What follows belongs to an exercise in optimizing a design on an open flow for a short achievable clock period; a production flow would make more cautious choices.
In this exercise RTL edits were held to simulation tests only and were not proved equivalent to the original.
The flow treats the clock pin as an ideal source. Dropping or thinning the clock tree relies on that and would not hold on a real chip.
Power and IR drop assume default switching activity.

## run D
## tofpet_readout
module tofpet_readout (
	input  logic                         clkin_parallel,
	input  logic                         cpu_resetn,
	input  logic [6-1:0]  hit_valid,
	input  logic [6*32-1:0] hit_data,	 
	input  logic                         cmd_valid,
	input  logic [8:0]                   cmd,		 
	output logic                         cmd_credit,
	output logic                         res_valid,
	output logic [32+5:0]    res,		 
	input  logic                         res_credit
);
Size in the first run: about 5100 cells after synthesis, about 2300 flip-flops, ~250 I/O pins, roughly 81000 sq um of cells after synthesis.
export LEC_CHECK = 0
export CAP_MARGIN = 20
export CORE_MARGIN = 2
export CORE_UTILIZATION = 40
export SETUP_SLACK_MARGIN = 2.5
export SLEW_MARGIN = 20
export TNS_END_PERCENT = 100
create_clock -name core_clock -period 4.0 [get_ports {clkin_parallel}]
standard.sh (not shown) runs the stock make flow with config.mk's settings and CLKGATE_MAP_FILE= SYNTH_SCRIPT=/design/flow/synth_recipe.tcl, a recipe that flattens the netlist after the stock synthesis.
==> flow/flow/run.sh <==
#!/bin/bash
set -euo pipefail
export PRE_CTS_TCL="$(pwd)/flow/pre_cts.tcl"
export BUFFER_PORTS_ARGS="-buffer_cell sky130_fd_sc_hd__buf_8"
bash standard.sh > flow.log 2>&1
==> flow/flow/pre_cts.tcl <==
# Hook run by ORFS's cts.tcl before clock_tree_synthesis: build a shallow, balanced
# clock tree (port -> 4 root buffers -> leaf buffers -> flip-flops) and turn the
# TritonCTS call that follows into a no-op. Everything after it in cts.tcl
# (legalisation, setup and hold repair) runs as usual.
source [file join [file dirname [info script]] tree.tcl]
pull_output_flops
build_clock_tree 10 10 2 2 sky130_fd_sc_hd__clkbuf_16 sky130_fd_sc_hd__buf_16
global_connect
rename clock_tree_synthesis tritoncts_unused
proc clock_tree_synthesis {args} {
  puts "clock tree built by pre_cts.tcl; TritonCTS skipped"
  set_propagated_clock [all_clocks]
}
Other scripts of this flow, unchanged in this note and not shown: flow/flow/tree.tcl
#### Input delta (run H over run D)
# run D
export LEC_CHECK = 0
export CAP_MARGIN = 20
export CORE_MARGIN = 2
export CORE_UTILIZATION = 40
export SETUP_SLACK_MARGIN = 2.5
export SLEW_MARGIN = 20
export TNS_END_PERCENT = 100
create_clock -name core_clock -period 4.0 [get_ports {clkin_parallel}]
# run H
export LEC_CHECK = 0
export CAP_MARGIN = 20
export CORE_MARGIN = 2
export CORE_UTILIZATION = 60
export PLACE_DENSITY = 0.72
export SETUP_SLACK_MARGIN = 2.5
export SLEW_MARGIN = 20
export TNS_END_PERCENT = 100
create_clock -name core_clock -period 4.0 [get_ports {clkin_parallel}]
-- flow/flow/pre_cts.tcl --
<<< run D, line 5
source [file join [file dirname [info script]] tree.tcl]
pull_output_flops
build_clock_tree 10 10 2 2 sky130_fd_sc_hd__clkbuf_16 sky130_fd_sc_hd__buf_16
global_connect
rename clock_tree_synthesis tritoncts_unused
>>> run H, line 5
source [file join [file dirname [info script]] tree.tcl]
pull_output_flops
build_clock_tree 10 8 2 2 sky130_fd_sc_hd__clkbuf_16 sky130_fd_sc_hd__buf_16
global_connect
rename clock_tree_synthesis tritoncts_unused
### Flow results
- Per the comparison of run H with run D, power down about 2.2%; overall die area went down by about 33%.
- Relative to run D, the total wire length after detailed routing of run H is lower by 4.0%.
- Summary of run H over run D: routed via count divided by cell count climbed 0.93; detailed placer's ending HPWL dropped about 9%.
No run of this note takes its clock network from TritonCTS; it comes from the design's own scripts or RTL.

* * *

tofpet_readout, a different RTL version from the one above (not shown whole).
Size in the first run: about 4900 cells after synthesis, ~2300 flip-flops.
==> flow/design.v (excerpt) <==
module tofpet_readout (
	input  logic                         clkin_parallel,
	input  logic                         cpu_resetn,
	input  logic [6-1:0]  hit_valid,
	input  logic [6*32-1:0] hit_data,	 
	input  logic                         cmd_valid,
	input  logic [8:0]                   cmd,		 
	output logic                         cmd_credit,
	output logic                         res_valid,
	output logic [32+5:0]    res,		 
	input  logic                         res_credit
);
export LEC_CHECK = 0
export CAP_MARGIN = 20
export CORE_MARGIN = 2
export CORE_UTILIZATION = 55
export PLACE_DENSITY = 0.68
export SETUP_SLACK_MARGIN = 2.5
export SLEW_MARGIN = 20
export TNS_END_PERCENT = 100
create_clock -name core_clock -period 4.0 [get_ports {clkin_parallel}]
Scripts as last shown in full above: flow/flow/run.sh
Other scripts of this flow, unchanged in this note and not shown: flow/flow/pre_cts.tcl, flow/flow/tree.tcl
The starting point produced a clean layout.
Then changed:
Settings changed: CORE_UTILIZATION 55 to 50, PLACE_DENSITY 0.68 to 0.65, SETUP_SLACK_MARGIN 2.5 to 3.0.
Effect: Die area is higher by 9.9%. Global-route usage is higher by 0.65 points. Combinational power is higher by 38%. Synthesized cell count stays the same. Worst hold slack is worse by 20 ps. Flip-flop and latch count does not change.
Then changed:
Settings changed: SETUP_SLACK_MARGIN 3.0 to 2.2.
Critical path depth went down by 9.
Wire length went down by 19%.
Clock power is about the same.
Via count went down by 13%.
Total power went down by 8.1%.
Worst setup slack gets better by 110 ps.
Worst hold slack gets better by 13 ps.
Maximum frequency went up by 5.9%.
Combinational power went down by 45%.
Synthesized area stays the same.
In every run of this note, the design's own scripts or RTL, not TritonCTS, make the clock network.

* * *

RTL: one of the versions met above, not the one the previous note started from.
Size in the first run: roughly 5100 cells after synthesis, roughly 2300 flip-flops, ~250 I/O pins.
clock: 4.0 ns
lec_check: 0
cap_margin: 20
core_margin: 2
core_utilization: 50
place_density: 0.65
setup_slack_margin: 4.0
slew_margin: 20
tns_end_percent: 100
Scripts as last shown in full above: flow/flow/run.sh
Other scripts of this flow, unchanged in this note and not shown: flow/flow/pre_cts.tcl, flow/flow/tree.tcl
Next try:
--- a/flow/config.mk
+++ b/flow/config.mk
@@ -10,5 +10,5 @@
 export CORE_UTILIZATION = 50
 export PLACE_DENSITY = 0.65
-export SETUP_SLACK_MARGIN = 4.0
+export SETUP_SLACK_MARGIN = 3.0
 export SLEW_MARGIN = 20
 export TNS_END_PERCENT = 100
After rerunning: The changed run went through all stages and came out clean. Cell count decreases by 0.74%. Cell area decreases by 1.0%. Clock power barely changes. First-iteration DRC count decreases by 7.2%. Total power decreases by 1.4%. Wire length decreases by 2.2%. Setup slack is better by 0.025 ns. Area after synthesis does not change.
Next try:
--- a/flow/config.mk
+++ b/flow/config.mk
@@ -10,5 +10,5 @@
 export CORE_UTILIZATION = 50
 export PLACE_DENSITY = 0.65
-export SETUP_SLACK_MARGIN = 3.0
+export SETUP_SLACK_MARGIN = 2.5
 export SLEW_MARGIN = 20
 export TNS_END_PERCENT = 100
The changed run ran to the end with no violations.
Cell count decreases by 5.4%.
Worst setup slack hardly moves.
Clock skew decreases by 0.0035 ns.
Design area decreases by 10%.
Utilization decreases by 6.9 points.
Next try:
--- a/flow/config.mk
+++ b/flow/config.mk
@@ -10,5 +10,5 @@
 export CORE_UTILIZATION = 50
 export PLACE_DENSITY = 0.65
-export SETUP_SLACK_MARGIN = 2.5
+export SETUP_SLACK_MARGIN = 2.2
 export SLEW_MARGIN = 20
 export TNS_END_PERCENT = 100
What happened: Utilization falls by 4.5 points; area after synthesis stays the same; die area stays the same; wire length came out lower by 6.3%; first-iteration DRC count came out lower by 7.1%; worst setup slack loses 0.036 ns; cell area falls by 7.4%; fmax decreases by 1.9%; total power decreases by 3.5%; hold slack is about the same.
No run of this note takes its clock network from TritonCTS; it comes from the design's own scripts or RTL.

separate check: timing with driven ports:
How much do the figures lean on ideal ports? The routed layouts below were timed once more, with nothing changed but the port constraints.
Step 1 assumes that a clkbuf_16 drives the clock port and a buf_2 every other input.
Step 2 moves the port delays by t, midway between the first and last clock arrival at a register: inputs arrive t later, outputs are due t later. That takes back most of the time a late clock gives input paths.
a / b / c = no drivers / after step 1 / after step 2; a / b = the first two.
run	shift t [ns]	slack for setup (ns)	hold slack, ns	worst setup path after step 2	latest minus earliest clock arrival (ns)
run D	0.782	2.147 / 1.950 / 1.784	0.392 / 0.253 / 0.446	input to register	0.034 / 0.035
run H	0.734	2.079 / 1.991 / 1.623	0.432 / 0.291 / 0.435	input to register	0.037 / 0.037
the first run of note 2	0.731	2.127 / 2.000 / 1.483	0.436 / 0.299 / 0.436	input to register	0.030 / 0.030
the second run of note 2	0.760	2.056 / 1.978 / 1.527	0.415 / 0.281 / 0.472	input to register	0.040 / 0.039
the third run of note 2	0.734	2.164 / 1.981 / 1.568	0.428 / 0.299 / 0.475	input to register	0.024 / 0.023
the first run of note 3	0.757	2.153 / 1.963 / 1.912	0.408 / 0.272 / 0.455	input to register	0.045 / 0.046
the second run of note 3	0.749	2.177 / 1.984 / 1.691	0.422 / 0.282 / 0.475	input to register	0.035 / 0.034
the third run of note 3	0.738	2.177 / 1.986 / 1.826	0.428 / 0.296 / 0.428	input to register	0.030 / 0.031
the fourth run of note 3	0.742	2.141 / 1.987 / 1.653	0.429 / 0.288 / 0.469	input to register	0.034 / 0.034
After both steps every run listed still meets setup and hold. The setup slack of the first run of note 2, which loses most, moves by -0.127 ns with the drivers and by -0.644 ns with both steps.
